What follows belongs to an exercise in optimizing a design on an open flow for small area and few clock cycles per item; a production flow would make more cautious choices.
RTL that was checked went through simulation tests only; none was proved equivalent to the original.
Function not checked in run 1: the RTL went through the layout flow alone.
Power is estimated from default activity; no workload was simulated.

[flow/constraint.sdc]
create_clock -name core_clock -period 8.0 [get_ports {clk}]
set_input_delay 1.6000 -clock core_clock [delete_from_list [all_inputs] [get_ports {clk}]]
set_output_delay 1.6000 -clock core_clock [all_outputs]
set_load 0.01 [all_outputs]
[flow/design.v]
localparam int img_width  = 32;                    
localparam int img_height = 24;                    
localparam int col_bits = $clog2(img_width + 1);
localparam int row_bits = $clog2(img_height);      
localparam int pixel_bits = 8;                     
localparam int grad_bits  = 11;                    
localparam int mag_bits   = 22;                    
localparam logic [mag_bits-1:0] edge_threshold_sq = 22'd22500;
localparam logic [1:0] FILL  = 2'd0;
localparam logic [1:0] RUN   = 2'd1;
localparam logic [1:0] FLUSH = 2'd2;
`timescale 1ns/1ps
module sobel_top (
    input  logic       clk,
    input  logic       rst_n,
    input  logic       pix_valid,
    output logic       pix_ready,
    input  logic [7:0] pix,
    output logic       edge_valid,
    input  logic       edge_ready,
    output logic       edge_bit,
    output logic       edge_last       
);
    logic [255:0] ring_a;         
    logic [255:0] ring_b;         
    logic [4:0]   tapcol;         
    logic [4:0]   icol;           
    logic [4:0]   rf;             
    logic         fl;             
    logic         fin;            
    logic [7:0]   ibuf;           
    logic         ibuf_v;
    logic [9:0]        v1, v0;        
    logic [8:0]        d1, d0;        
    logic [7:0] tap_a, tap_b;
    logic       can_load, r0, r1, at_i, at_f, idle;
    logic       acc, wl, wf, fin_step, wsh, emit, col0, use_new;
    logic [4:0] icol_n, rf_n;
    logic       fl_n, fin_n;
    logic       tmask;            
    logic       unew;             
    assign tap_a = ring_a[255:248];
    assign tap_b = ring_b[255:248];
    assign can_load = !edge_valid || edge_ready;
    assign r0       = fl || (rf == 5'd0);
    assign r1       = !fl && (rf == 5'd1);
    assign at_i     = (tapcol == icol);
    assign at_f     = (tapcol == rf);
    assign idle     = r0 && (icol == 5'd0) && !fl;
    assign acc       = ibuf_v && at_i && (r0 ? (!fl || (rf != icol) || can_load) : can_load);
    assign pix_ready = !ibuf_v || acc;
    assign wl       = acc && !r0;                  
    assign wf       = fl && at_f && can_load;      
    assign fin_step = fin && can_load;
    assign wsh      = wl || wf;
    assign col0     = fl ? (rf == 5'd0) : (icol == 5'd0);    
    assign use_new  = unew;                        
    assign emit     = (wl && !(r1 && icol == 5'd0)) || wf || fin_step;
    logic [7:0]        top, bot;
    logic [9:0]        vn;
    logic [8:0]        dn;
    assign top = tmask ? tap_b : 8'd0;
    assign bot = fl ? 8'd0 : ibuf;
    logic [7:0] tb_s, dn_s;
    logic       tb_c, dn_c;
    rca #(8) i_tb (.a(top), .b(bot), .ci(1'b0), .s(tb_s), .co(tb_c));
    rca #(9) i_vn (.a({tb_c, tb_s[7:1]}), .b({1'b0, tap_a}), .ci(1'b0), .s(vn[9:1]), .co());
    assign vn[0] = tb_s[0];
    rca #(8) i_dn (.a(bot), .b(~top), .ci(1'b1), .s(dn_s), .co(dn_c));
    assign dn = {~dn_c, dn_s};
    logic [10:0]        gx, gy;         
    logic [9:0]         ax, b;
    logic               sy;
    logic [7:0]         tq;
    logic [8:0]         cmp;
    logic               is_edge;
    logic [9:0] y1;
    logic [8:0] dk;
    assign dk = use_new ? dn : 9'd0;
    logic [7:0]  tx, mx, bx;
    logic [10:0] o1, o2, o3, o4, s1, c1, s2, c2;
    assign tx = (use_new && tmask) ? tap_b : 8'd0;
    assign mx = use_new ? tap_a : 8'd0;
    assign bx = (use_new && !fl) ? ibuf : 8'd0;
    assign o1 = {3'b000, tx};
    assign o2 = {2'b00, mx, 1'b0};
    assign o3 = {3'b000, bx};
    assign o4 = {1'b1, ~v0};                      
    for (genvar i = 0; i < 11; i++) begin : g_csa
        assign s1[i] = o1[i] ^ o2[i] ^ o3[i];
        assign c1[i] = (o1[i] & o2[i]) | (o3[i] & (o1[i] | o2[i]));
    end
    for (genvar i = 0; i < 11; i++) begin : g_csa2
        logic ci;
        assign ci    = (i == 0) ? 1'b0 : c1[i-1];
        assign s2[i] = s1[i] ^ ci ^ o4[i];
        assign c2[i] = (s1[i] & ci) | (o4[i] & (s1[i] | ci));
    end
    assign gx = s2 + {c2[9:0], 1'b1};             
    rca #(10) i_y1 (.a({d0[8], d0}), .b({dk[8], dk}), .ci(1'b0), .s(y1), .co());
    rca #(11) i_gy (.a({y1[9], y1}), .b({d1[8], d1, 1'b0}), .ci(1'b0), .s(gy), .co());
    rca #(10) i_ax (.a(gx[9:0] ^ {10{gx[10]}}), .b(10'd0), .ci(gx[10]), .s(ax), .co());
    assign sy = gy[10];
    assign b  = gy[9:0] ^ {10{sy}};
    always_comb begin
        case (ax[7:0])
            8'd0: tq = 8'd150;
            8'd1: tq = 8'd149;
            8'd2: tq = 8'd149;
            8'd3: tq = 8'd149;
            8'd4: tq = 8'd149;
            8'd5: tq = 8'd149;
            8'd6: tq = 8'd149;
            8'd7: tq = 8'd149;
            8'd8: tq = 8'd149;
            8'd9: tq = 8'd149;
            8'd10: tq = 8'd149;
            8'd11: tq = 8'd149;
            8'd12: tq = 8'd149;
            8'd13: tq = 8'd149;
            8'd14: tq = 8'd149;
            8'd15: tq = 8'd149;
            8'd16: tq = 8'd149;
            8'd17: tq = 8'd149;
            8'd18: tq = 8'd148;
            8'd19: tq = 8'd148;
            8'd20: tq = 8'd148;
            8'd21: tq = 8'd148;
            8'd22: tq = 8'd148;
            8'd23: tq = 8'd148;
            8'd24: tq = 8'd148;
            8'd25: tq = 8'd147;
            8'd26: tq = 8'd147;
            8'd27: tq = 8'd147;
            8'd28: tq = 8'd147;
            8'd29: tq = 8'd147;
            8'd30: tq = 8'd146;
            8'd31: tq = 8'd146;
            8'd32: tq = 8'd146;
            8'd33: tq = 8'd146;
            8'd34: tq = 8'd146;
            8'd35: tq = 8'd145;
            8'd36: tq = 8'd145;
            8'd37: tq = 8'd145;
            8'd38: tq = 8'd145;
            8'd39: tq = 8'd144;
            8'd40: tq = 8'd144;
            8'd41: tq = 8'd144;
            8'd42: tq = 8'd144;
            8'd43: tq = 8'd143;
            8'd44: tq = 8'd143;
            8'd45: tq = 8'd143;
            8'd46: tq = 8'd142;
            8'd47: tq = 8'd142;
            8'd48: tq = 8'd142;
            8'd49: tq = 8'd141;
            8'd50: tq = 8'd141;
            8'd51: tq = 8'd141;
            8'd52: tq = 8'd140;
            8'd53: tq = 8'd140;
            8'd54: tq = 8'd139;
            8'd55: tq = 8'd139;
            8'd56: tq = 8'd139;
            8'd57: tq = 8'd138;
            8'd58: tq = 8'd138;
            8'd59: tq = 8'd137;
            8'd60: tq = 8'd137;
            8'd61: tq = 8'd137;
            8'd62: tq = 8'd136;
            8'd63: tq = 8'd136;
            8'd64: tq = 8'd135;
            8'd65: tq = 8'd135;
            8'd66: tq = 8'd134;
            8'd67: tq = 8'd134;
            8'd68: tq = 8'd133;
            8'd69: tq = 8'd133;
            8'd70: tq = 8'd132;
            8'd71: tq = 8'd132;
            8'd72: tq = 8'd131;
            8'd73: tq = 8'd131;
            8'd74: tq = 8'd130;
            8'd75: tq = 8'd129;
            8'd76: tq = 8'd129;
            8'd77: tq = 8'd128;
            8'd78: tq = 8'd128;
            8'd79: tq = 8'd127;
            8'd80: tq = 8'd126;
            8'd81: tq = 8'd126;
            8'd82: tq = 8'd125;
            8'd83: tq = 8'd124;
            8'd84: tq = 8'd124;
            8'd85: tq = 8'd123;
            8'd86: tq = 8'd122;
            8'd87: tq = 8'd122;
            8'd88: tq = 8'd121;
            8'd89: tq = 8'd120;
            8'd90: tq = 8'd120;
            8'd91: tq = 8'd119;
            8'd92: tq = 8'd118;
            8'd93: tq = 8'd117;
            8'd94: tq = 8'd116;
            8'd95: tq = 8'd116;
            8'd96: tq = 8'd115;
            8'd97: tq = 8'd114;
            8'd98: tq = 8'd113;
            8'd99: tq = 8'd112;
            8'd100: tq = 8'd111;
            8'd101: tq = 8'd110;
            8'd102: tq = 8'd109;
            8'd103: tq = 8'd109;
            8'd104: tq = 8'd108;
            8'd105: tq = 8'd107;
            8'd106: tq = 8'd106;
            8'd107: tq = 8'd105;
            8'd108: tq = 8'd104;
            8'd109: tq = 8'd103;
            8'd110: tq = 8'd101;
            8'd111: tq = 8'd100;
            8'd112: tq = 8'd99;
            8'd113: tq = 8'd98;
            8'd114: tq = 8'd97;
            8'd115: tq = 8'd96;
            8'd116: tq = 8'd95;
            8'd117: tq = 8'd93;
            8'd118: tq = 8'd92;
            8'd119: tq = 8'd91;
            8'd120: tq = 8'd90;
            8'd121: tq = 8'd88;
            8'd122: tq = 8'd87;
            8'd123: tq = 8'd85;
            8'd124: tq = 8'd84;
            8'd125: tq = 8'd82;
            8'd126: tq = 8'd81;
            8'd127: tq = 8'd79;
            8'd128: tq = 8'd78;
            8'd129: tq = 8'd76;
            8'd130: tq = 8'd74;
            8'd131: tq = 8'd73;
            8'd132: tq = 8'd71;
            8'd133: tq = 8'd69;
            8'd134: tq = 8'd67;
            8'd135: tq = 8'd65;
            8'd136: tq = 8'd63;
            8'd137: tq = 8'd61;
            8'd138: tq = 8'd58;
            8'd139: tq = 8'd56;
            8'd140: tq = 8'd53;
            8'd141: tq = 8'd51;
            8'd142: tq = 8'd48;
            8'd143: tq = 8'd45;
            8'd144: tq = 8'd42;
            8'd145: tq = 8'd38;
            8'd146: tq = 8'd34;
            8'd147: tq = 8'd29;
            8'd148: tq = 8'd24;
            8'd149: tq = 8'd17;
            8'd150: tq = 8'd0;
            default: tq = 8'd0;             
        endcase
    end
    assign cmp = {1'b0, b[7:0]} + {1'b0, ~tq} + {8'd0, sy};
    assign is_edge  = (ax > 10'd150) || (|b[9:8]) || cmp[8];
    always_ff @(posedge clk) begin
        ring_a <= {ring_a[247:0], acc ? ibuf : tap_a};
        ring_b <= {ring_b[247:0], acc ? tap_a : tap_b};
    end
    always_ff @(posedge clk) begin
        if (pix_ready) ibuf <= pix;
        if (wsh) begin
            v1 <= vn;
            d1 <= dn;
            v0 <= col0 ? 10'd0 : v1;              
            d0 <= col0 ? 9'd0 : d1;
        end
        if (can_load && emit) begin
            edge_bit  <= is_edge;
            edge_last <= fin_step;
        end
    end
    always_ff @(posedge clk or negedge rst_n) begin
        if (!rst_n) begin
            icol       <= 5'd0;
            rf         <= 5'd0;
            fl         <= 1'b0;
            fin        <= 1'b0;
            edge_valid <= 1'b0;
            ibuf_v     <= 1'b0;
        end else begin
            if (pix_ready) ibuf_v <= pix_valid;
            icol  <= icol_n;
            rf    <= rf_n;
            fl    <= fl_n;
            fin   <= fin_n;
            if (can_load) edge_valid <= emit;
        end
    end
    always_comb begin
        icol_n = acc ? icol + 5'd1 : icol;
        rf_n   = rf;
        fl_n   = fl;
        fin_n  = fin;
        if (acc && icol == 5'd31) begin
            if (fl) begin
                rf_n = 5'd1;                      
            end else if (rf == 5'd23) begin
                rf_n = 5'd0;                      
                fl_n = 1'b1;
            end else begin
                rf_n = rf + 5'd1;
            end
        end else if (wf) begin
            rf_n = rf + 5'd1;                     
        end
        if (wf && rf == 5'd31) begin
            fl_n  = 1'b0;
            fin_n = 1'b1;
        end else if (fin_step) begin
            fin_n = 1'b0;
        end
    end
    always_ff @(posedge clk) begin
        tmask <= fl_n || (rf_n > 5'd1);
        unew  <= !(fl_n ? (rf_n == 5'd0) : (icol_n == 5'd0)) && !fin_n;
    end
    always_ff @(posedge clk) begin
        tapcol <= (idle && !acc) ? 5'd0 : tapcol + 5'd1;
    end
endmodule
module rca #(
    parameter int W = 8
) (
    input  logic [W-1:0] a,
    input  logic [W-1:0] b,
    input  logic         ci,
    output logic [W-1:0] s,
    output logic         co
);
    logic [W:0] c;
    assign c[0] = ci;
    for (genvar i = 0; i < W; i++) begin : g_bit
        assign s[i]   = a[i] ^ b[i] ^ c[i];
        assign c[i+1] = (a[i] & b[i]) | (c[i] & (a[i] | b[i]));
    end
    assign co = c[W];
endmodule
[flow/config.mk]
export PLATFORM = sky130hd
export DESIGN_NAME = sobel_top
export DESIGN_NICKNAME = sobel_top
export VERILOG_FILES = /design/flow/design.v
export SDC_FILE = /design/flow/constraint.sdc
export NUM_CORES = 4
export LEC_CHECK = 0
export CAP_MARGIN = 20
export CORE_MARGIN = 2
export CORE_UTILIZATION = 40
export CTS_BUF_LIST = sky130_fd_sc_hd__clkbuf_8
export CTS_CLUSTER_DIAMETER = 60
export CTS_CLUSTER_SIZE = 18
export PLACE_DENSITY = 0.6
export SLEW_MARGIN = 20
[flow/run.sh]
#!/bin/bash
# synth_recipe.tcl (not shown) runs the flow's synth.tcl, then flattens the netlist and writes it again
# the make line also repeats each setting of config.mk as NAME=value (left out here)
make -C /OpenROAD-flow-scripts/flow DESIGN_CONFIG=/design/flow/config.mk WORK_HOME=/design/flow/orfs CLKGATE_MAP_FILE= SYNTH_SCRIPT=/design/flow/synth_recipe.tcl finish
==> run_results.csv, run 1 <==
group,metric,value,unit
synthesis,synth_area_per_cell,14.0,um^2
sta,relSlewSlack,38.2,%
grt,grt.total_usage,11.6,%
critical_path,crit_family,"adder cells",
critical_path,crit_buf_inv,2,
clock_network,cts_made_buffers,41,
synthesis,synth_cell_types,67,
finish,layout-drive-gt1-share,6.92,%
placed_design,post-dp-hpwl,16.2,mm
critical_path,arrival,7.71,ns
critical_path,crit_slowest_cell,"dfxtp_1",
sta,finalSetupViolCount,0,
placed_design,portBuffers,15,
floorplan,rows,74,
route,postRouteAntennaNets,0,
synthesis,synthTopCellsByCount,"519 x dfxtp_1, 78 x nand2_1, 72 x inv_1",
floorplan,io_pins,16,
sta,hold_viol,0,
finish,nFillCells,3739,
route,drc_errors,0,
synthesis,synth-edff-count,46,
synthesis,ys_ff_latch,579,
finish,nets,1334,
sta,finalHoldWorstSlack,0.313,ns
grt,grt-ovfl-total,0,
critical_path,required,8.34,ns
worst_hold_path,min_from,"ring_b[141]$_DFF_P_",
sta,totalNegativeSetupSlack,0,ns
sta,tightest_slew,0.927,ns
critical_path,path_cells,"and2_1 > ha_1 > inv_1 > fa_1 > fa_1 > fa_1 > fa_1 > fa_1 > fa_1 > nand2_1 > fa_1 > inv_1 > fa_1 > fa_1 > fa_1 > fa_1 > xnor2_1 > ha_1 > a21o_1 > a21oi_1 > o21ai_0 > a21oi_1 > nand4_1",
synthesis,synthCells,1190,
placed_design,gp_congestion,0.851,
sta,finalCritPeriodShare,92.2,%
clock_network,cts_resized,0,
critical_path,cp-startpoint,"tmask$_DFF_P_",
synthesis,synth_most_common_cell,"dfxtp_1",
clock_network,htreeDepth,2,
power,total_power,0.00731,W
route,via_count,7799,
finish,syn_to_final_growth,8.83,%
critical_path,r2r-start,"tmask$_DFF_P_",
synthesis,synth_top_area_cell,"dfxtp_1",
grt,grt_max_degree,37,
sta,min_period,7.37,ns
critical_path,crit_type,"reg -> reg",
floorplan,die_x,208,um
clock_network,cts_hold_buf,0,
route,drt-vias-per-instance,4.39,
critical_path,cp-start-kind,"register",
floorplan,core,40900,um^2
sta,worst_slack,0.627,ns
sta,fin_skew,0.0258,ns
power,irDropWorstVdd,0.300,mV
status,status,"no timing/DRC/antenna violations",
critical_path,cp_max_fo,15,
power,power.density,403,nW/um^2
critical_path,cp-end-kind,"register",
clock_network,cts.clk_slew.worst_paths,0.10,ns
power,leakagePower,7.39,nW
finish,multi_input_area,4100,um^2
critical_path,cpMostUsedCell,"fa_1",
synthesis,synthArstFlopShare,2.42,%
synthesis,synth_fp_nets,1298,
route,drtIter0Drc,302,
clock_network,cts_root_buf,"clkbuf_8",
finish,final-seq-area,12100,um^2
grt,grt_first_pass_wirelength,40.5,mm
clock_network,cts.sinks,579,
synthesis,yosysWarnings,2,
clock_network,cts_max_path_buffers,3,
synthesis,synth.top_cell.area_share,62.4,%
floorplan,dieArea,43300,um^2
job,timing.max_cap.violations,0,
worst_hold_path,hold_class,"reg -> reg",
clock_network,clock_latency,0.61,ns
clock_network,cts_tree,"yes",
sta,rsz0062_at_grt,"false",
critical_path,max_stage_delay,0.60,ns
route,post_drt_wl_per_cell,13.7,um
synthesis,synthesis.area,16700,um^2
sta,max_freq,136,MHz
clock_network,post_cts_buffers,0,
synthesis,synthTopCellsByArea,"dfxtp_1 62%, edfxtp_1 8.3%, fa_1 6.5%",
floorplan,die_height,208,um
grt,antenna_found_initial,1,
route,routed_wl,24.3,mm
synthesis,yosysSeqAreaShare,72.8,%
placed_design,dp_slack,0.509,ns
route,first_pass_iters,5,
synthesis,ys.flop_type,"dfxtp_1",
finish,utilization,44.3,%
sta,slew_viol_final,0,
grt,grt_pass1_vias,7792,
floorplan,start_util,40.7,%
[per-layer routing]
| layer | global-route usage, % | vias to the layer above | wire, um |
|---|---|---|---|
| met5 | 0 | - | 0 |
| met4 | 4.55 | 0 | 614 |
| met3 | 2.88 | 44 | 1180 |
| met2 | 16.8 | 121 | 10000 |
| met1 | 16.6 | 3716 | 12500 |
| li1 | - | 3918 | - |
[cell usage in the layout, fill, tap and decap left out, drive strengths merged, types with 5 or more instances in the layout]
master,instances
dfrtp,14
xor2,21
and3,11
nand2,79
nand2b,12
fa,54
o211ai,6
ha,42
clkbuf,43
a21oi,26
nor3,13
a21o,8
nor2b,15
a31oi,8
o21ai,38
xnor2,28
edfxtp,46
dfxtp,519
buf,14
nor2,28
clkdlybuf4s50,15
nand3,11
nor4,5
inv,86
and2,38
[report_power, final]
group	total (W)	switching, W	internal [W]
logic	0.00285	0.00167	0.00118
registers	0.00308	0.0000474	0.00303
clock network	0.00137	0.000857	0.000516
[through the flow]
step,area [um^2],instances
2_1_floorplan,16700,1190
3_3_place_gp,17400,1715
3_5_place_dp,17400,1715
4_1_cts,18100,1774
5_1_grt,18100,1774
6_report,18100,1776
[final cells by class]
class,count,area share [%]
repair buffers,29,1.41
flip-flops and latches,579,66.9
clock buffers,43,3.26
inverters,72,1.49
clock inverters,16,0.663
multi-input cells,503,22.6
diodes,2,0.0276
well taps,532,3.67
[worst paths after layout]
path / end / slack [ns] / cells past startpoint
worst max-delay path: edge_bit$_DFFE_PP_ / 0.63 / 23
worst min-delay path: ring_b[149]$_DFF_P_ / 0.31 / 0
worst max register to register: edge_bit$_DFFE_PP_ / 0.63 / 23
worst min register to register: ring_b[149]$_DFF_P_ / 0.31 / 0
max in group asynchronous: fl$_DFF_PN0_ / 6.07 / 1
min in group asynchronous: ibuf_v$_DFFE_PN0P_ / 1.42 / 1
[state kept, by name, summed over array words and instances, names as in the netlist]
signal      flops
ring_a        256
v0              9
d0              9
ibuf_v          1
edge_last       1
edge_valid      1
ibuf            8
fin             1
unew            1
tmask           1
rf              5
d1              8
edge_bit        1
ring_b        256
v1             10
icol            5
fl              1
tapcol          5
[logic make-up after synthesis]
group / synth area share (%)
XOR/XNOR: 2.58
buffers and inverters: 2.67
multiplexers: 0.391
flip-flops: 72.8
AO/OA/AOI/OAI: 4.91
adder cells (fa/ha/maj): 9.65
AND/OR/NAND/NOR: 7.03
==> run 2, diff against run 1 <==
--- a/flow/design.v
+++ b/flow/design.v
@@ -62,9 +62,16 @@
     assign top = tmask ? tap_b : 8'd0;
     assign bot = fl ? 8'd0 : ibuf;
-    logic [7:0] tb_s, dn_s;
-    logic       tb_c, dn_c;
-    rca #(8) i_tb (.a(top), .b(bot), .ci(1'b0), .s(tb_s), .co(tb_c));
-    rca #(9) i_vn (.a({tb_c, tb_s[7:1]}), .b({1'b0, tap_a}), .ci(1'b0), .s(vn[9:1]), .co());
-    assign vn[0] = tb_s[0];
+    logic [7:0] dn_s;
+    logic       dn_c;
+    logic [8:0] s1, c1;
+    for (genvar i = 0; i < 9; i++) begin : g_csa
+        logic a, m, c;
+        assign a     = (i < 8) ? top[i] : 1'b0;
+        assign m     = (i > 0) ? tap_a[i-1] : 1'b0;
+        assign c     = (i < 8) ? bot[i] : 1'b0;
+        assign s1[i] = a ^ m ^ c;
+        assign c1[i] = (a & m) | (c & (a | m));
+    end
+    rca #(9) i_vn (.a(s1), .b({c1[7:0], 1'b0}), .ci(1'b0), .s(vn[8:0]), .co(vn[9]));
     rca #(8) i_dn (.a(bot), .b(~top), .ci(1'b1), .s(dn_s), .co(dn_c));
     assign dn = {~dn_c, dn_s};
@@ -78,22 +85,11 @@
     logic [8:0] dk;
     assign dk = use_new ? dn : 9'd0;
-    logic [7:0]  tx, mx, bx;
-    logic [10:0] o1, o2, o3, o4, s1, c1, s2, c2;
-    assign tx = (use_new && tmask) ? tap_b : 8'd0;
-    assign mx = use_new ? tap_a : 8'd0;
-    assign bx = (use_new && !fl) ? ibuf : 8'd0;
-    assign o1 = {3'b000, tx};
-    assign o2 = {2'b00, mx, 1'b0};
-    assign o3 = {3'b000, bx};
+    logic [10:0] su, cu, o4, s2, c2;
+    assign su = use_new ? {2'b00, s1} : 11'd0;
+    assign cu = use_new ? {1'b0, c1, 1'b0} : 11'd0;
     assign o4 = {1'b1, ~v0};                      
-    for (genvar i = 0; i < 11; i++) begin : g_csa
-        assign s1[i] = o1[i] ^ o2[i] ^ o3[i];
-        assign c1[i] = (o1[i] & o2[i]) | (o3[i] & (o1[i] | o2[i]));
-    end
     for (genvar i = 0; i < 11; i++) begin : g_csa2
-        logic ci;
-        assign ci    = (i == 0) ? 1'b0 : c1[i-1];
-        assign s2[i] = s1[i] ^ ci ^ o4[i];
-        assign c2[i] = (s1[i] & ci) | (o4[i] & (s1[i] | ci));
+        assign s2[i] = su[i] ^ cu[i] ^ o4[i];
+        assign c2[i] = (su[i] & cu[i]) | (o4[i] & (su[i] | cu[i]));
     end
     assign gx = s2 + {c2[9:0], 1'b1};             
==> run 2 against run 1 <==
Net effect:
- still clean
- clock skew decreased by 0.0046 ns
- sequential share of layout area rose by 0.71 points
- flip-flop and latch count unchanged
- via count is 3.6% lower
- clock-buffer cell count shrank 2
- fmax shrank 1.2%
- worst hold slack improved by 0.0088 ns
- largest cell class unchanged
- highest routed layer unchanged
==> run_results.csv, run 2 <==
group,metric,value,unit
route,first_pass_iters,4,
floorplan,rows,74,
grt,grt_first_pass_wirelength,39.1,mm
sta,hold_viol,0,
clock_network,cts_resized,0,
critical_path,cp-end-kind,"register",
route,post_drt_wl_per_cell,13.7,um
status,status,"no timing/DRC/antenna violations",
critical_path,cp_max_fo,10,
placed_design,dp_cells,1674,
floorplan,start_util,40.4,%
sta,tightest_slew,0.975,ns
route,via_count,7516,
finish,instances_no_fill,1731,
synthesis,synthCells,1158,
finish,mostFrequentLayoutCell,"dfxtp_1",
sta,totalNegativeSetupSlack,0,ns
route,drt-vias-per-instance,4.34,
worst_hold_path,hold_class,"reg -> reg",
power,irDropWorstVdd,0.176,mV
placed_design,post-dp-hpwl,15.5,mm
grt,grt-ovfl-total,0,
sta,max_freq,134,MHz
finish,layout-drive-gt1-share,7.59,%
critical_path,arrival,7.91,ns
synthesis,synth_fp_nets,1260,
critical_path,crit_type,"reg -> reg",
critical_path,required,8.45,ns
finish,syn_to_final_growth,8.62,%
clock_network,cts.clk_slew.worst_paths,0.10,ns
sta,relSlewSlack,34.8,%
sta,min_period,7.46,ns
synthesis,synth_top_area_cell,"dfxtp_1",
clock_network,clock_latency,0.59,ns
route,drtIter0Drc,386,
synthesis,synth_cell_types,66,
grt,grt_pass1_vias,7478,
sta,finalCritPeriodShare,93.3,%
floorplan,dieArea,42900,um^2
synthesis,ys_ff_latch,579,
synthesis,synth.top_cell.area_share,62.9,%
sta,rsz0062_at_grt,"false",
synthesis,synthArstFlopShare,2.42,%
placed_design,gp_congestion,0.782,
clock_network,cts.sinks,579,
synthesis,yosysSeqAreaShare,73.4,%
sta,slew_viol_final,0,
clock_network,htreeDepth,2,
sta,finalSetupViolCount,0,
synthesis,synthesis.area,16500,um^2
floorplan,die_x,207,um
clock_network,cts_hold_buf,0,
clock_network,post_cts_buffers,0,
critical_path,r2r_cells,25,
power,power.density,325,nW/um^2
finish,reg.largest.list,"ring_a x256, ring_b x256, v1 x10",
finish,nets,1287,
job,timing.max_cap.violations,0,
synthesis,ys.flop_type,"dfxtp_1",
clock_network,cts_max_path_buffers,3,
placed_design,portBuffers,15,
floorplan,io_pins,16,
route,routed_wl,23.7,mm
grt,grt_max_degree,37,
clock_network,cts_made_buffers,41,
worst_hold_path,holdPathStages,0,
finish,antenna_cells,0,
grt,grt.total_usage,11.2,%
synthesis,synthTopCellsByArea,"dfxtp_1 63%, edfxtp_1 8.4%, fa_1 5.7%",
finish,layout_common_cells,"519 x dfxtp_1, 76 x inv_1, 57 x nand2_1, 47 x fa_1, 46 x edfxtp_1",
synthesis,yosysWarnings,1,
floorplan,die_height,207,um
synthesis,synthTopCellsByCount,"519 x dfxtp_1, 70 x inv_1, 57 x nand2_1",
synthesis,synth_most_common_cell,"dfxtp_1",
clock_network,cts_root_buf,"clkbuf_8",
route,postRouteAntennaNets,0,
grt,antenna_found_initial,0,
synthesis,synth_area_per_cell,14.3,um^2
power,leakagePower,7.30,nW
sta,fin_skew,0.0212,ns
floorplan,core,40800,um^2
critical_path,cp-start-kind,"register",
route,drc_errors,0,
clock_network,cts_tree,"yes",
synthesis,synth-edff-count,46,
[run 2: critical path: stages, from the launching register on]
cell	delay [ns]
dfxtp_1	0.54
and2_1	0.21
ha_1	0.14
inv_1	0.04
fa_1	0.37
fa_1	0.41
fa_1	0.42
fa_1	0.40
fa_1	0.37
inv_1	0.07
fa_1	0.40
inv_1	0.09
nand2_1	0.08
fa_1	0.52
inv_1	0.05
fa_1	0.39
fa_1	0.39
fa_1	0.41
fa_1	0.61
xnor2_1	0.23
ha_1	0.32
nand4_1	0.13
nor3_1	0.21
o21ai_0	0.11
a311o_1	0.28
nand4_1	0.09
[run 2: where the power goes]
part	leakage [nW]	total [W]	switching (W)	internal [W]
Combinational	2.13	0.00138	0.000841	0.000544
Clock	0.389	0.00139	0.000862	0.000532
Sequential	4.79	0.00305	0.0000418	0.00301
Total	7.30	0.00583	0.00174	0.00409
[run 2: logic make-up (layout without fill, tap and decap cells)]
group | after synthesis | count (layout) | share of synthesized area, %
fa+ha+maj | 90 | 90 | 8.96
buf+inv | 107 | 148 | 2.61
compound gates | 113 | 113 | 4.37
mux | 27 | 27 | 1.95
flops | 579 | 579 | 73.4
xor+xnor | 48 | 48 | 2.63
simple gates | 194 | 194 | 6.07
[run 2: layout make-up]
type                       count  area (um^2)
clock inverter                16          160
inverter                      70          263
multi-input combinational    472         3970
timing repair buffer          21          195
fill                        3626        22900
sequential                   579        12100
clock buffer                  41          564
tap                          532          666
[run 2: per-layer routing]
metal | routed length (um) | vias up | global-route usage [%]
met3 | 768 | 31 | 2.30
met1 | 12200 | 3588 | 16.2
met4 | 427 | 0 | 3.50
met5 | 0 | - | 0
li1 | - | 3803 | -
met2 | 10200 | 94 | 16.9
[run 2: per-stage QoR]
stage	cell area (um^2)	power (W)	worst slack (ns)	hold WS, ns	util (%)
global route	17900	0.00618	0.186	0.331	43.9
finish	17900	0.00583	0.538	0.322	43.9
detailed placement	17200	0.00449	0.593	0.312	42.1
floorplan	16500	0.00416	0.895	0.310	-
CTS	17900	0.00589	0.541	0.327	43.9
global placement	17200	0.00448	0.667	0.310	42.1
[run 2: worst paths after layout]
check | slack (ns) | endpoint | startpoint
max | 0.54 | edge_bit$_DFFE_PP_ | tmask$_DFF_P_
max reg2reg | 0.54 | edge_bit$_DFFE_PP_ | tmask$_DFF_P_
max in group asynchronous | 6.08 | icol[2]$_DFF_PN0_ | rst_n
min reg2reg | 0.32 | ring_a[137]$_DFF_P_ | ring_a[129]$_DFF_P_
min in group asynchronous | 1.44 | ibuf_v$_DFFE_PN0P_ | rst_n
min | 0.32 | ring_a[137]$_DFF_P_ | ring_a[129]$_DFF_P_
Testbench counts of run 2, summed over its fixed seeds: cycles 24,856, pixels 24,576.
==> run 3, diff against run 2 <==
==> flow/flow/run.sh (new file) <==
#!/bin/bash
# Own layout flow: the standard layout (standard.sh, unchanged synthesis,
# placement, routing and power grid), with the clock tree built from
# clkbuf_8 sink clusters and without CTS dummy loads. The full make output
# goes to standard.log here; ORFS's per-step logs are under orfs/logs.
set -euo pipefail
export CTS_ARGS="-sink_clustering_enable -repair_clock_nets -sink_clustering_size 22 -sink_clustering_max_diameter 60 -buf_list sky130_fd_sc_hd__clkbuf_8 -dont_use_dummy_load"
bash standard.sh > standard.log 2>&1
==> flow/standard.sh (new file) <==
#!/bin/bash
# synth_recipe.tcl (not shown) runs the flow's synth.tcl, then flattens the netlist and writes it again
# the make line also repeats each setting of config.mk as NAME=value (left out here)
make -C /OpenROAD-flow-scripts/flow DESIGN_CONFIG=/design/flow/config.mk WORK_HOME=/design/flow/orfs CLKGATE_MAP_FILE= SYNTH_SCRIPT=/design/flow/synth_recipe.tcl "${@:-finish}"
removed: flow/run.sh
==> run 3 against run 2 <==
Net effect:
- still clean
- clock power down 14%
- register-to-register slack better by 0.02 ns
- worst hold slack worse by 0.043 ns
- final cell count down 1.2%
- clock-buffer cell count down 5
- non-clock buffer count unchanged
- sequential power about the same
- area after synthesis unchanged
- critical endpoint unchanged
- largest cell class unchanged
==> run_results.csv, run 3 <==
group,metric,value,unit
clock_network,cts_tree,"yes",
clock_network,cts_hold_buf,0,
clock_network,htreeDepth,2,
floorplan,io_pins,16,
critical_path,crit_family,"adder cells",
worst_hold_path,hold_end,"ring_b[65]$_DFF_P_",
route,first_pass_iters,4,
finish,mostFrequentLayoutCell,"dfxtp_1",
critical_path,r2r-start,"tmask$_DFF_P_",
finish,nFillCells,3639,
synthesis,synthCells,1158,
synthesis,synth.top_cell.area_share,62.9,%
sta,totalNegativeSetupSlack,0,ns
critical_path,crit_slowest_cell,"fa_1",
route,via_count,7475,
critical_path,regToRegSetupSlack,0.56,ns
floorplan,die_x,207,um
power,leakagePower,7.17,nW
sta,tightest_slew,0.981,ns
sta,hold_viol,0,
grt,grt_max_degree,37,
route,post_drt_wl_per_cell,13.8,um
sta,relSlewSlack,34.4,%
route,postRouteAntennaNets,0,
synthesis,yosysWarnings,1,
sta,finalSetupViolCount,0,
synthesis,synth_fp_nets,1260,
floorplan,rows,74,
power,irDropWorstVdd,0.180,mV
finish,nets,1282,
clock_network,cts_made_buffers,36,
grt,grt_first_pass_wirelength,38.6,mm
grt,grt.total_usage,11.1,%
placed_design,post-dp-hpwl,15.5,mm
synthesis,synthesis.area,16500,um^2
floorplan,die_height,207,um
critical_path,crit_type,"reg -> reg",
sta,finalHoldWorstSlack,0.279,ns
critical_path,cp-end-kind,"register",
critical_path,required,8.38,ns
sta,rsz0062_at_grt,"false",
synthesis,ys.flop_type,"dfxtp_1",
power,p_seq_share,54.3,%
critical_path,crit_buf_inv,4,
worst_hold_path,hold_class,"reg -> reg",
synthesis,synthTopCellsByArea,"dfxtp_1 63%, edfxtp_1 8.4%, fa_1 5.7%",
synthesis,synthArstFlopShare,2.42,%
clock_network,cts_resized,0,
power,swShare,29.5,%
route,drt-vias-per-instance,4.37,
finish,syn_to_final_growth,7.23,%
critical_path,r2r_cells,25,
placed_design,portBuffers,15,
sta,min_period,7.44,ns
synthesis,synth_top_area_cell,"dfxtp_1",
finish,layout-drive-gt1-share,6.45,%
finish,layout_common_cells,"519 x dfxtp_1, 70 x inv_1, 57 x nand2_1, 47 x fa_1, 46 x edfxtp_1",
synthesis,synth_most_common_cell,"dfxtp_1",
clock_network,cts.sinks,579,
synthesis,synthTopCellsByCount,"519 x dfxtp_1, 70 x inv_1, 57 x nand2_1",
critical_path,cpMostUsedCell,"fa_1",
clock_network,post_cts_buffers,0,
clock_network,clock_latency,0.58,ns
worst_hold_path,min_from,"ring_b[57]$_DFF_P_",
sta,max_freq,134,MHz
route,drtIter0Drc,407,
finish,antenna_cells,0,
finish,utilization,43.4,%
sta,slew_viol_final,0,
sta,worst_slack,0.555,ns
sta,finalCritPeriodShare,93.1,%
job,timing.max_cap.violations,0,
clock_network,cts_max_path_buffers,3,
route,drc_errors,0,
clock_network,cts.clk_slew.worst_paths,0.12,ns
floorplan,dieArea,42900,um^2
synthesis,ys_ff_latch,579,
placed_design,gp_congestion,0.782,
clock_network,cts_root_buf,"clkbuf_8",
synthesis,synth_cell_types,66,
worst_hold_path,holdPathStages,0,
power,power.switching,0.00166,W
critical_path,crit_cells,25,
floorplan,core,40800,um^2
critical_path,timing.rr.end,"edge_bit$_DFFE_PP_",
critical_path,cp-start-kind,"register",
grt,grt_pass1_vias,7342,
critical_path,arrival,7.83,ns
synthesis,synth_area_per_cell,14.3,um^2
sta,fin_skew,0.0809,ns
finish,reg.largest.list,"ring_a x256, ring_b x256, v1 x10",
power,cell_internal_pwr,0.00396,W
critical_path,max_stage_delay,0.61,ns
grt,antenna_found_initial,0,
floorplan,start_util,40.4,%
synthesis,synth-edff-count,46,
critical_path,cp_max_fo,10,
placed_design,dp_slack,0.593,ns
power,total_power,0.00562,W
power,clock_power_share,21.1,%
synthesis,yosysSeqAreaShare,73.4,%
status,status,"no timing/DRC/antenna violations",
power,power.density,317,nW/um^2
power,combPwrFrac,24.6,%
route,routed_wl,23.5,mm
grt,grt-ovfl-total,0,
==> run 3: changes by cell type in the layout (fill, tap and decap cells not counted) <==
cell	delta
bufinv_16	-1
clkbuf_8	-5
clkinv_8	-2
clkinvlp_4	-1
inv_1	-6
inv_12	-1
inv_6	-2
inv_8	-3
==> run 3: cells by family (layout without fill, tap and decap cells) <==
group | after synthesis | in the layout | share of synthesized area (%)
fa+ha+maj | 90 | 90 | 8.96
xor+xnor | 48 | 48 | 2.63
buf+inv | 107 | 127 | 2.61
flops | 579 | 579 | 73.4
simple gates | 194 | 194 | 6.07
compound gates | 113 | 113 | 4.37
mux | 27 | 27 | 1.95
==> run 3: worst reg2reg max path, stage by stage (launching register included) <==
cell and delay (ns):
dfxtp_1 0.53, and2_1 0.21, ha_1 0.14, inv_1 0.04
fa_1 0.37, fa_1 0.41, fa_1 0.42, fa_1 0.40
fa_1 0.37, inv_1 0.07, fa_1 0.41, inv_1 0.09
nand2_1 0.08, fa_1 0.51, inv_1 0.05, fa_1 0.39
fa_1 0.39, fa_1 0.41, fa_1 0.61, xnor2_1 0.24
ha_1 0.32, nand4_1 0.13, nor3_1 0.21, o21ai_0 0.10
a311o_1 0.28, nand4_1 0.09
==> run 3: layout make-up <==
cell class                 instances  area (um^2)  share of cell area, %
clock buffer                      36          495                   2.80
inverter                          70          263                   1.48
multi-input combinational        472         3970                   22.4
sequential                       579        12100                   68.5
tap                              532          666                   3.76
timing repair buffer              21          195                   1.10
==> run 3: worst max path at each step <==
stage / start / to
2_1_floorplan: fl$_DFF_PN0_ / edge_bit$_DFFE_PP_
3_3_place_gp: tmask$_DFF_P_ / edge_bit$_DFFE_PP_
3_5_place_dp: tmask$_DFF_P_ / edge_bit$_DFFE_PP_
4_1_cts: tmask$_DFF_P_ / edge_bit$_DFFE_PP_
5_1_grt: tmask$_DFF_P_ / edge_bit$_DFFE_PP_
6_report: tmask$_DFF_P_ / edge_bit$_DFFE_PP_
==> run 3: per-stage QoR <==
stage | instances | instance area [um^2]
final | 1710 | 17700
after global placement | 1674 | 17200
after detailed placement | 1674 | 17200
after CTS | 1710 | 17700
after floorplan | 1158 | 16500
after global routing | 1710 | 17700
==> run 3: layer usage <==
layer  track usage, %  share of wire, %
met1             16.1                52
met2             16.7                43
met3             2.30               3.6
met4             3.37               1.9
met5                0                 0
==> run 3: power groups by stage <==
stage | logic (W) | clock network (W) | registers [W]
CTS | 0.00138 | 0.00125 | 0.00305
finish | 0.00138 | 0.00119 | 0.00305
floorplan | 0.00107 | 0 | 0.00309
global route | 0.00155 | 0.00134 | 0.00306
detailed placement | 0.00137 | 0 | 0.00312
global placement | 0.00136 | 0 | 0.00312
==> run 4, diff against run 3 <==
--- a/flow/design.v
+++ b/flow/design.v
@@ -252,5 +252,5 @@
             8'd149: tq = 8'd17;
             8'd150: tq = 8'd0;
-            default: tq = 8'd0;             
+            default: tq = 8'hxx;            
         endcase
     end
==> flow/flow/run.sh (replaced) <==
#!/bin/bash
# Own layout flow: the standard layout (standard.sh, unchanged synthesis,
# placement, routing and power grid), with the clock tree built from
# clkbuf_8 sink clusters and without CTS dummy loads. The full make output
# goes to standard.log here; ORFS's per-step logs are under orfs/logs.
set -euo pipefail
export CTS_ARGS="-sink_clustering_enable -repair_clock_nets -sink_clustering_size 18 -sink_clustering_max_diameter 60 -buf_list sky130_fd_sc_hd__clkbuf_8 -dont_use_dummy_load"
bash standard.sh > standard.log 2>&1
==> run 4 against run 3 <==
Net effect:
- still clean on timing, DRC and antenna
- utilization rose by 0.39 points
- via count rose by 2.6%
- area after synthesis is 0.66% lower
- sequential share of layout area down 0.31 points
- worst setup slack improved by 0.013 ns
- non-clock buffer count rose by 10
- die area is 0.65% lower
- final cell count rose by 2.5%
- largest power group unchanged
==> run_results.csv, run 4 <==
group,metric,value,unit
status,status,"no timing/DRC/antenna violations",
clock_network,cts_hold_buf,0,
grt,antenna_found_initial,2,
synthesis,synthesis.area,16400,um^2
critical_path,regToRegSetupSlack,0.57,ns
finish,nets,1324,
grt,grt_pass1_vias,7827,
worst_hold_path,min_from,"ring_b[233]$_DFF_P_",
floorplan,core,40600,um^2
synthesis,yosysSeqAreaShare,73.9,%
synthesis,synth_cell_types,66,
floorplan,start_util,40.4,%
critical_path,required,8.23,ns
synthesis,synth_most_common_cell,"dfxtp_1",
critical_path,path_cells,"and2_1 > ha_1 > inv_1 > fa_1 > nand2_1 > fa_1 > fa_1 > fa_1 > inv_1 > fa_1 > fa_1 > fa_1 > fa_1 > fa_1 > fa_1 > fa_1 > xnor2_1 > ha_1 > and4_1 > a211oi_1 > nand3_1 > a21oi_1 > o211ai_1",
critical_path,r2r_cells,23,
clock_network,cts_root_buf,"clkbuf_8",
finish,reg.largest.list,"ring_a x256, ring_b x256, v1 x10",
sta,tightest_slew,0.859,ns
power,combPwrFrac,34.4,%
power,leakagePower,7.21,nW
finish,layout-drive-gt1-share,6.14,%
route,first_pass_iters,5,
power,p_seq_share,46.3,%
job,timing.max_cap.violations,0,
critical_path,crit_buf_inv,2,
synthesis,synthTopCellsByArea,"dfxtp_1 63%, edfxtp_1 8.4%, fa_1 5.7%",
critical_path,cp_max_fo,10,
route,via_count,7673,
synthesis,yosysWarnings,1,
sta,max_freq,135,MHz
finish,multi_input_area,3880,um^2
finish,antenna_cells,0,
grt,grt.total_usage,11.8,%
synthesis,synth_top_area_cell,"dfxtp_1",
floorplan,dieArea,42600,um^2
clock_network,post_cts_buffers,0,
power,irDropWorstVdd,0.242,mV
placed_design,portBuffers,15,
placed_design,dp_slack,0.668,ns
route,routed_wl,24.1,mm
critical_path,max_stage_delay,0.59,ns
synthesis,synthTopCellsByCount,"519 x dfxtp_1, 113 x nand2_1, 69 x inv_1",
grt,grt_first_pass_wirelength,40.0,mm
clock_network,clock_latency,0.59,ns
finish,mostFrequentLayoutCell,"dfxtp_1",
critical_path,crit_family,"adder cells",
finish,utilization,43.8,%
floorplan,die_x,207,um
sta,fin_skew,0.0962,ns
route,drc_errors,0,
worst_hold_path,holdPathStages,0,
power,cell_internal_pwr,0.00443,W
sta,finalCritPeriodShare,92.9,%
critical_path,arrival,7.67,ns
clock_network,cts.clk_slew.worst_paths,0.09,ns
clock_network,cts_made_buffers,43,
synthesis,synth_area_per_cell,13.9,um^2
sta,hold_viol,0,
critical_path,cpMostUsedCell,"fa_1",
critical_path,crit_slowest_cell,"fa_1",
critical_path,crit_cells,23,
critical_path,crit_type,"reg -> reg",
finish,instances_no_fill,1753,
floorplan,die_height,207,um
grt,grt-ovfl-total,0,
critical_path,cp-end-kind,"register",
synthesis,synthCells,1183,
clock_network,cts_max_path_buffers,3,
synthesis,synth.top_cell.area_share,63.3,%
sta,totalNegativeSetupSlack,0,ns
sta,min_period,7.43,ns
critical_path,timing.rr.end,"edge_bit$_DFFE_PP_",
power,power.switching,0.00221,W
synthesis,synthArstFlopShare,2.42,%
synthesis,synth_fp_nets,1284,
power,swShare,33.3,%
power,power.density,373,nW/um^2
sta,slew_viol_final,0,
sta,finalSetupViolCount,0,
sta,finalHoldWorstSlack,0.284,ns
route,postRouteAntennaNets,0,
placed_design,gp_congestion,0.867,
sta,rsz0062_at_grt,"false",
route,drtIter0Drc,281,
route,drt-vias-per-instance,4.38,
finish,syn_to_final_growth,8.43,%
clock_network,cts.sinks,579,
synthesis,ys_ff_latch,579,
clock_network,cts_resized,0,
clock_network,cts_tree,"yes",
critical_path,cp-start-kind,"register",
floorplan,io_pins,16,
synthesis,synth-edff-count,46,
worst_hold_path,hold_class,"reg -> reg",
power,clock_power_share,19.3,%
placed_design,post-dp-hpwl,16.0,mm
clock_network,htreeDepth,2,
synthesis,ys.flop_type,"dfxtp_1",
critical_path,r2r-start,"tmask$_DFF_P_",
sta,relSlewSlack,42.7,%
finish,final-seq-area,12100,um^2
floorplan,rows,74,
finish,layout_common_cells,"519 x dfxtp_1, 113 x nand2_1, 69 x inv_1, 47 x fa_1, 46 x edfxtp_1",
placed_design,dp_cells,1710,
finish,nFillCells,3654,
grt,grt_max_degree,37,
worst_hold_path,hold_end,"ring_b[241]$_DFF_P_",
sta,worst_slack,0.568,ns
route,post_drt_wl_per_cell,13.7,um
==> run 4: layout make-up <==
type	count	area share (%)
inverters	69	1.46
flip-flops and latches	579	68.2
well taps	532	3.74
multi-input cells	499	21.8
clock buffers	43	3.33
repair buffers	31	1.52
==> run 4: routing by layer <==
layer  wire length (um)  vias up  track usage, %
li1                   -     3865               -
met1              12000     3644            16.6
met2              10500      111            18.1
met3                929       53            2.49
met4                652        0            4.41
met5                  0        -               0
==> run 4: cells by family after synthesis <==
family | Yosys count | share of synthesized area [%]
compound gates | 118 | 4.65
flops | 579 | 73.9
simple gates | 241 | 7.12
fa+ha+maj | 89 | 8.94
xor+xnor | 47 | 2.59
mux | 4 | 0.336
buf+inv | 105 | 2.46
==> run 4: worst max path at each step <==
stage	slack, ns	start	to
after floorplan	1.03	fl$_DFF_PN0_	edge_bit$_DFFE_PP_
after global placement	0.81	tmask$_DFF_P_	edge_bit$_DFFE_PP_
after detailed placement	0.67	tmask$_DFF_P_	edge_bit$_DFFE_PP_
after CTS	0.56	tmask$_DFF_P_	edge_bit$_DFFE_PP_
after global routing	0.21	tmask$_DFF_P_	edge_bit$_DFFE_PP_
final	0.57	tmask$_DFF_P_	edge_bit$_DFFE_PP_
==> run 4: power groups by stage <==
stage,Combinational (W),Sequential [W],Clock (W)
after floorplan,0.00171,0.00312,0
after global placement,0.00228,0.00314,0
after detailed placement,0.00227,0.00314,0
after CTS,0.00229,0.00308,0.00135
after global routing,0.00257,0.00309,0.00145
final,0.00229,0.00307,0.00128
==> run 4: metrics by stage <==
stage	total power, W	cell area (um^2)
3_3_place_gp	0.00542	17200
2_1_floorplan	0.00483	16400
3_5_place_dp	0.00541	17200
5_1_grt	0.00711	17800
6_report	0.00664	17800
4_1_cts	0.00672	17800
==> run 4: worst register-to-register path, cell delays in order, from the launching register on <==
cell and delay (ns):
dfxtp_1 0.46, and2_1 0.20, ha_1 0.14, inv_1 0.05, fa_1 0.49, nand2_1 0.08, fa_1 0.44, fa_1 0.39
fa_1 0.49, inv_1 0.06, fa_1 0.40, fa_1 0.39, fa_1 0.39, fa_1 0.39, fa_1 0.39, fa_1 0.42
fa_1 0.59, xnor2_1 0.22, ha_1 0.33, and4_1 0.21, a211oi_1 0.24, nand3_1 0.10, a21oi_1 0.12, o211ai_1 0.10
Testbench counts of run 4, summed over its fixed seeds: cycles 24,856, pixels 24,576.
==> run 5, diff against run 4 <==
--- a/flow/config.mk
+++ b/flow/config.mk
@@ -6,4 +6,5 @@
 export NUM_CORES = 4
 export LEC_CHECK = 0
+export ABC_AREA = 1
 export CAP_MARGIN = 20
 export CORE_MARGIN = 2
==> run 5 against run 4 <==
Net effect:
- still clean
- utilization about the same
- sequential power up 4%
- clock skew up 0.0040 ns
- global-route usage down 0.37 points
- flip-flop and latch count unchanged
- combinational power down 84%
- wire length up 2.1%
- largest cell class unchanged
==> run_results.csv, run 5 <==
group,metric,value,unit
placed_design,placed_area,17300,um^2
worst_hold_path,hold_end,"ring_b[118]$_DFF_P_",
finish,post-route-cell-area,17900,um^2
sta,max_freq,131,MHz
power,swShare,23.2,%
placed_design,post-dp-hpwl,16.7,mm
critical_path,regToRegSetupSlack,0.38,ns
finish,nets,1447,
floorplan,die_x,208,um
synthesis,synthArstFlopShare,2.42,%
route,first_pass_iters,4,
grt,grt.total_usage,11.5,%
job,timing.max_cap.violations,0,
clock_network,cts.clk_slew.worst_paths,0.10,ns
synthesis,synth_top_area_cell,"dfxtp_1",
grt,antenna_found_initial,1,
grt,grt-ovfl-total,0,
synthesis,synthTopCellsByArea,"dfxtp_1 63%, edfxtp_1 8.3%, fa_1 5.7%",
finish,multi_input_area,3820,um^2
power,power.switching,0.00112,W
floorplan,die_height,208,um
floorplan,start_util,40.6,%
critical_path,cp-start-kind,"register",
floorplan,core,40900,um^2
clock_network,cts_resized,0,
critical_path,r2r_cells,25,
finish,reg.largest.list,"ring_a x256, ring_b x256, v1 x10",
placed_design,dp_cells,1835,
synthesis,synth_most_common_cell,"dfxtp_1",
clock_network,cts.sinks,579,
clock_network,cts_max_path_buffers,3,
synthesis,ys.flop_type,"dfxtp_1",
route,drt-vias-per-instance,4.31,
synthesis,synthTopCellsByCount,"519 x dfxtp_1, 198 x nand2_1, 133 x inv_1",
status,status,"no timing/DRC/antenna violations",
route,post_drt_wl_per_cell,13.1,um
clock_network,post_cts_buffers,0,
grt,grt_first_pass_wirelength,40.4,mm
sta,min_period,7.62,ns
critical_path,timing.rr.end,"edge_bit$_DFFE_PP_",
critical_path,crit_type,"reg -> reg",
sta,slew_viol_final,0,
clock_network,cts_tree,"yes",
synthesis,synth_fp_nets,1409,
floorplan,io_pins,16,
critical_path,cp-end-kind,"register",
sta,finalSetupViolCount,0,
synthesis,synth.top_cell.area_share,62.6,%
finish,utilization,43.7,%
route,postRouteAntennaNets,0,
power,p_seq_share,66.4,%
finish,antenna_cells,0,
sta,rsz0062_at_grt,"false",
power,irDropWorstVdd,0.202,mV
route,drc_errors,0,
worst_hold_path,holdPathStages,0,
finish,layout_common_cells,"519 x dfxtp_1, 198 x nand2_1, 133 x inv_1, 84 x nor2_1, 47 x fa_1",
clock_network,cts_hold_buf,0,
worst_hold_path,min_from,"ring_b[110]$_DFF_P_",
floorplan,rows,74,
finish,final-seq-area,12100,um^2
clock_network,htreeDepth,2,
grt,grt_pass1_vias,7909,
synthesis,yosysSeqAreaShare,73.0,%
synthesis,yosysWarnings,1,
sta,tightest_slew,0.766,ns
power,power.density,270,nW/um^2
finish,layout-drive-gt1-share,5.80,%
power,leakagePower,7.71,nW
clock_network,cts_root_buf,"clkbuf_8",
power,cell_internal_pwr,0.00370,W
sta,hold_viol,0,
route,drtIter0Drc,291,
critical_path,r2r-start,"fl$_DFF_PN0_",
power,clock_power_share,25.9,%
synthesis,ys_ff_latch,579,
placed_design,portBuffers,15,
critical_path,required,8.27,ns
placed_design,gp_congestion,0.869,
route,routed_wl,24.6,mm
route,via_count,8091,
synthesis,synthesis.area,16600,um^2
clock_network,cts_made_buffers,41,
synthesis,synthCells,1308,
clock_network,clock_latency,0.58,ns
synthesis,synth-edff-count,46,
critical_path,arrival,7.89,ns
worst_hold_path,hold_class,"reg -> reg",
critical_path,cp_max_fo,13,
finish,instances_no_fill,1876,
finish,mostFrequentLayoutCell,"dfxtp_1",
sta,fin_skew,0.100,ns
sta,finalCritPeriodShare,95.3,%
finish,syn_to_final_growth,7.74,%
sta,relSlewSlack,48.8,%
floorplan,dieArea,43200,um^2
synthesis,synth_cell_types,51,
sta,finalHoldWorstSlack,0.277,ns
synthesis,synth_area_per_cell,12.7,um^2
sta,totalNegativeSetupSlack,0,ns
power,combPwrFrac,7.8,%
finish,nFillCells,3800,
grt,grt_max_degree,37,
-- run 5: cell count changes after synthesis, moves of 14 or more --
| cell | before | now |
|---|---|---|
| inv_1 | 69 | 133 |
| xnor2_1 | 29 | 12 |
| nand3_1 | 12 | 29 |
| and2_1 | 27 | 0 |
| nor2_1 | 33 | 84 |
| clkbuf_1 | 27 | 10 |
| nand2_1 | 113 | 198 |
| nor2b_1 | 14 | 0 |
-- run 5: how the worst max path moves through the flow --
stage                  from                  to  slack, ns  cells after the start
6_report       fl$_DFF_PN0_  edge_bit$_DFFE_PP_       0.38                     25
5_1_grt        fl$_DFF_PN0_  edge_bit$_DFFE_PP_       0.01                     25
4_1_cts        fl$_DFF_PN0_  edge_bit$_DFFE_PP_       0.35                     25
3_5_place_dp   fl$_DFF_PN0_  edge_bit$_DFFE_PP_       0.38                     25
3_3_place_gp   fl$_DFF_PN0_  edge_bit$_DFFE_PP_       0.53                     27
2_1_floorplan  fl$_DFF_PN0_  edge_bit$_DFFE_PP_       0.84                     27
-- run 5: final cells by class --
| class | instances | area share [%] |
|---|---|---|
| Tap cell | 532 | 3.72 |
| Sequential cell | 579 | 67.8 |
| Clock buffer | 41 | 3.15 |
| Timing Repair Buffer | 19 | 1.01 |
| Inverter | 144 | 3.02 |
| Multi-Input combinational cell | 561 | 21.3 |
-- run 5: stage by stage --
| step | total power (W) | setup slack, ns |
|---|---|---|
| finish | 0.00482 | 0.378 |
| global route | 0.00505 | 0.0116 |
| CTS | 0.00489 | 0.349 |
| detailed placement | 0.00364 | 0.376 |
| global placement | 0.00363 | 0.528 |
| floorplan | 0.00353 | 0.836 |
-- run 5: kinds of logic (layout without fill, tap and decap cells) --
logic type                 count (synthesis)  count (layout)  synth area share (%)
xor gates and xnor gates                  36              36                  1.90
buffers and inverters                    168             204                  4.03
adders and majority gates                 89              89                  8.83
AOI/OAI and AO/OA                         89              89                  3.13
and+or+nand+nor                          347             347                  9.12
DFF                                      579             579                  73.0
-- run 5: worst max-delay path: stages, from the launching register on --
cell and delay, ns:
dfrtp_1 0.63, nor2_1 0.13, inv_1 0.07, ha_1 0.13
inv_1 0.04, fa_1 0.37, fa_1 0.53, nand2_1 0.09
fa_1 0.52, inv_1 0.06, fa_1 0.41, fa_1 0.40
fa_1 0.38, fa_1 0.38, fa_1 0.40, fa_1 0.39
fa_1 0.42, fa_1 0.59, xnor2_1 0.22, ha_1 0.32
a2111oi_0 0.38, o211ai_1 0.15, a21oi_1 0.14, nand2_1 0.06
nor2_1 0.08, nand2_1 0.06
-- run 5: power by group through the flow --
stage | clock network, W | registers (W) | logic (W)
after floorplan | 0 | 0.00322 | 0.000308
after global placement | 0 | 0.00327 | 0.000368
after detailed placement | 0 | 0.00326 | 0.000374
after CTS | 0.00131 | 0.00320 | 0.000375
after global routing | 0.00140 | 0.00322 | 0.000423
final | 0.00125 | 0.00320 | 0.000374
-- run 5: metal layers --
| layer | track usage, % | routed length [um] | up-vias |
|---|---|---|---|
| met1 | 16.7 | 12700 | 3784 |
| met4 | 4.11 | 696 | 0 |
| li1 | - | - | 4112 |
| met3 | 1.88 | 896 | 55 |
| met5 | 0 | 0 | - |
| met2 | 17.4 | 10300 | 140 |
==> run 6, diff against run 5 <==
--- a/flow/design.v
+++ b/flow/design.v
@@ -252,5 +252,5 @@
             8'd149: tq = 8'd17;
             8'd150: tq = 8'd0;
-            default: tq = 8'hxx;            
+            default: tq = 8'd0;             
         endcase
     end
--- a/flow/config.mk
+++ b/flow/config.mk
@@ -6,5 +6,4 @@
 export NUM_CORES = 4
 export LEC_CHECK = 0
-export ABC_AREA = 1
 export CAP_MARGIN = 20
 export CORE_MARGIN = 2
==> run 6 against run 5 <==
Net effect:
- sequential share of layout area rose by 0.44 points
- global-route usage fell by 0.36 points
- register-to-register slack improved by 0.17 ns
- clock-buffer cell count unchanged
- clock skew fell by 0.037 ns
- area after synthesis shrank 0.57%
- still clean
- worst setup slack better by 0.17 ns
- combinational power increased to 3.7 times the previous value
- final cell count is 8.6% lower
- worst hold slack better by 0.017 ns
==> run_results.csv, run 6 <==
group,metric,value,unit
critical_path,cp-start-kind,"register",
synthesis,synth_cell_types,66,
floorplan,io_pins,16,
placed_design,portBuffers,15,
synthesis,synthTopCellsByCount,"519 x dfxtp_1, 70 x inv_1, 57 x nand2_1",
synthesis,synth_fp_nets,1260,
clock_network,cts_root_buf,"clkbuf_8",
synthesis,ys.flop_type,"dfxtp_1",
critical_path,timing.rr.end,"edge_bit$_DFFE_PP_",
finish,syn_to_final_growth,7.65,%
critical_path,crit_buf_inv,4,
critical_path,regToRegSetupSlack,0.54,ns
synthesis,synth_compound_area_share,4.37,%
power,power.density,320,nW/um^2
synthesis,synthesis.area,16500,um^2
power,leakagePower,7.21,nW
critical_path,cp_max_fo,10,
clock_network,cts.clk_slew.worst_paths,0.10,ns
synthesis,synth-edff-count,46,
clock_network,clock_latency,0.58,ns
sta,finalSetupViolCount,0,
finish,layout_common_cells,"519 x dfxtp_1, 70 x inv_1, 57 x nand2_1, 47 x fa_1, 46 x edfxtp_1",
clock_network,cts_resized,0,
critical_path,crit_type,"reg -> reg",
power,irDropWorstVdd,0.177,mV
route,post_drt_wl_per_cell,13.7,um
synthesis,yosys.area_share.adder,8.96,%
grt,grt_max_degree,37,
synthesis,ys_ff_latch,579,
power,swShare,29.4,%
finish,nFillCells,3625,
floorplan,dieArea,42900,um^2
synthesis,synthTopCellsByArea,"dfxtp_1 63%, edfxtp_1 8.4%, fa_1 5.7%",
synthesis,synthArstFlopShare,2.42,%
finish,nets,1287,
worst_hold_path,holdPathStages,0,
sta,hold_viol,0,
worst_hold_path,hold_end,"ring_b[65]$_DFF_P_",
sta,slew_viol_final,0,
power,cell_internal_pwr,0.00402,W
power,p_seq_share,53.7,%
critical_path,r2r-start,"tmask$_DFF_P_",
critical_path,arrival,7.85,ns
synthesis,synthCells,1158,
placed_design,dp_cells,1674,
critical_path,required,8.40,ns
critical_path,cp-startpoint,"tmask$_DFF_P_",
power,combPwrFrac,24.4,%
finish,layout-drive-gt1-share,6.85,%
floorplan,start_util,40.4,%
critical_path,max_stage_delay,0.61,ns
synthesis,synth.top_cell.area_share,62.9,%
sta,min_period,7.46,ns
route,drtIter0Drc,374,
synthesis,synth_top_family_by_area,"adder cells",
route,via_count,7492,
synthesis,synth_simple_gate_area_share,6.07,%
grt,grt-ovfl-total,0,
placed_design,post-dp-hpwl,15.5,mm
clock_network,cts_tree,"yes",
route,routed_wl,23.5,mm
critical_path,r2r_cells,25,
sta,relSlewSlack,34.6,%
sta,fin_skew,0.0635,ns
critical_path,crit_family,"adder cells",
synthesis,yosysSeqAreaShare,73.4,%
sta,finalCritPeriodShare,93.2,%
worst_hold_path,min_from,"ring_b[57]$_DFF_P_",
synthesis,synthMuxAreaShare,1.95,%
clock_network,post_cts_buffers,0,
placed_design,placed_area,17200,um^2
critical_path,crit_slowest_cell,"fa_1",
synthesis,synth_top_area_cell,"dfxtp_1",
grt,grt.total_usage,11.1,%
clock_network,cts_hold_buf,0,
grt,antenna_found_initial,0,
finish,antenna_cells,0,
job,timing.max_cap.violations,0,
floorplan,die_height,207,um
grt,grt_first_pass_wirelength,38.8,mm
sta,rsz0062_at_grt,"false",
critical_path,cpMostUsedCell,"fa_1",
synthesis,synthXorXnorAreaFrac,2.63,%
synthesis,synth_area_per_cell,14.3,um^2
power,clock_power_share,21.9,%
finish,instances_no_fill,1715,
clock_network,htreeDepth,2,
floorplan,die_x,207,um
status,status,"no timing/DRC/antenna violations",
floorplan,core,40800,um^2
power,power.switching,0.00167,W
route,drt-vias-per-instance,4.37,
sta,totalNegativeSetupSlack,0,ns
route,first_pass_iters,5,
worst_hold_path,hold_class,"reg -> reg",
synthesis,yosysWarnings,1,
finish,mostFrequentLayoutCell,"dfxtp_1",
sta,tightest_slew,0.978,ns
clock_network,cts_max_path_buffers,3,
clock_network,cts_made_buffers,41,
sta,max_freq,134,MHz
route,drc_errors,0,
synthesis,synth_most_common_cell,"dfxtp_1",
placed_design,gp_congestion,0.782,
floorplan,rows,74,
finish,utilization,43.5,%
critical_path,cp-end-kind,"register",
route,postRouteAntennaNets,0,
finish,post-route-cell-area,17800,um^2
grt,grt_pass1_vias,7424,
finish,reg.largest.list,"ring_a x256, ring_b x256, v1 x10",
clock_network,cts.sinks,579,
[run 6: changes by cell type after synthesis, sizes merged, moves of 11 or more]
cell	change
nand2	-146
xnor2	+20
o21ai	-13
nor2	-57
and2	+26
nand3	-17
clkbuf	+11
nor2b	+13
mux2	+21
inv	-74
nand2b	+15
[run 6: cell type report]
cell class,count,area (um^2),share of cell area (%)
multi-input combinational,472,3970,22.3
inverter,70,263,1.48
tap,532,666,3.74
timing repair buffer,21,195,1.10
sequential,579,12100,68.2
clock buffer,41,564,3.17
[run 6: logic make-up after synthesis]
kind of cell / after synthesis
simple gates: 194
fa+ha+maj: 90
mux: 27
compound gates: 113
buf+inv: 107
flops: 579
xor+xnor: 48
[run 6: power by group through the flow]
| stage | registers, W | clock network, W | logic [W] |
|---|---|---|---|
| after floorplan | 0.00309 | 0 | 0.00107 |
| after global placement | 0.00312 | 0 | 0.00136 |
| after detailed placement | 0.00312 | 0 | 0.00137 |
| after CTS | 0.00305 | 0.00131 | 0.00138 |
| after global routing | 0.00306 | 0.00142 | 0.00155 |
| final | 0.00305 | 0.00125 | 0.00139 |
[run 6: layer usage]
metal | up-vias | track usage (%) | wire length, um
met5 | - | 0 | 0
met4 | 0 | 3.35 | 431
met3 | 32 | 2.29 | 876
met2 | 108 | 16.7 | 10100
met1 | 3566 | 16.2 | 12100
li1 | 3786 | - | -
[run 6: worst max-delay path by stage]
stage / depth (start not counted) / end / slack (ns)
global placement: 25 / edge_bit$_DFFE_PP_ / 0.67
CTS: 25 / edge_bit$_DFFE_PP_ / 0.55
detailed placement: 25 / edge_bit$_DFFE_PP_ / 0.59
floorplan: 27 / edge_bit$_DFFE_PP_ / 0.90
finish: 25 / edge_bit$_DFFE_PP_ / 0.54
global route: 25 / edge_bit$_DFFE_PP_ / 0.18
[run 6: worst reg2reg max path: cells and delay by family (launching register included)]
family	cells	cell delay (ns)
flip-flops	1	0.53
buffers and inverters	4	0.25
AND/OR/NAND/NOR	5	0.72
adder cells (fa/ha/maj)	13	5.16
XOR/XNOR	1	0.24
AO/OA/AOI/OAI	2	0.38
[run 6: metrics by stage]
stage	hold WS [ns]	total power, W	worst slack (ns)
6_report	0.294	0.00568	0.544
5_1_grt	0.297	0.00603	0.183
4_1_cts	0.296	0.00574	0.546
3_5_place_dp	0.312	0.00449	0.593
3_3_place_gp	0.310	0.00448	0.667
2_1_floorplan	0.310	0.00416	0.895
Testbench counts of run 6, summed over its fixed seeds: cycles 24,856, pixels 24,576.

==> static timing again, ports no longer ideal <==
The flow's constraints put no driver on any port. The routed layouts listed below were extracted and timed again, unchanged, in two steps. Step 1 (the two cells are an assumption about what drives the block):
set clk [get_ports {clk}]
set_driving_cell -lib_cell sky130_fd_sc_hd__clkbuf_16 $clk
set_driving_cell -lib_cell sky130_fd_sc_hd__buf_2 [delete_from_list [all_inputs] $clk]
Step 2 also shifts input and output timing later by t, the mid clock arrival at the registers, as if the neighbouring blocks saw the same clock. Three values: ideal ports, drivers, drivers and shift; two values: the first two.
run	shift t [ns]	slack for setup (ns)	worst hold slack (ns)	worst data-port slew with drivers (ns)	cell pins on the clock port's net
run 1	0.639	0.627 / 0.627 / 0.627	0.313 / 0.313 / 0.313	0.06	1
run 2	0.622	0.538 / 0.538 / 0.538	0.322 / 0.322 / 0.322	0.03	1
run 3	0.590	0.555 / 0.555 / 0.555	0.279 / 0.279 / 0.279	0.03	1
run 4	0.590	0.568 / 0.568 / 0.568	0.284 / 0.284 / 0.284	0.04	1
run 5	0.575	0.378 / 0.378 / 0.378	0.277 / 0.277 / 0.277	0.03	1
run 6	0.591	0.544 / 0.544 / 0.544	0.294 / 0.294 / 0.294	0.03	1
After both steps setup and hold are still met in every run listed.
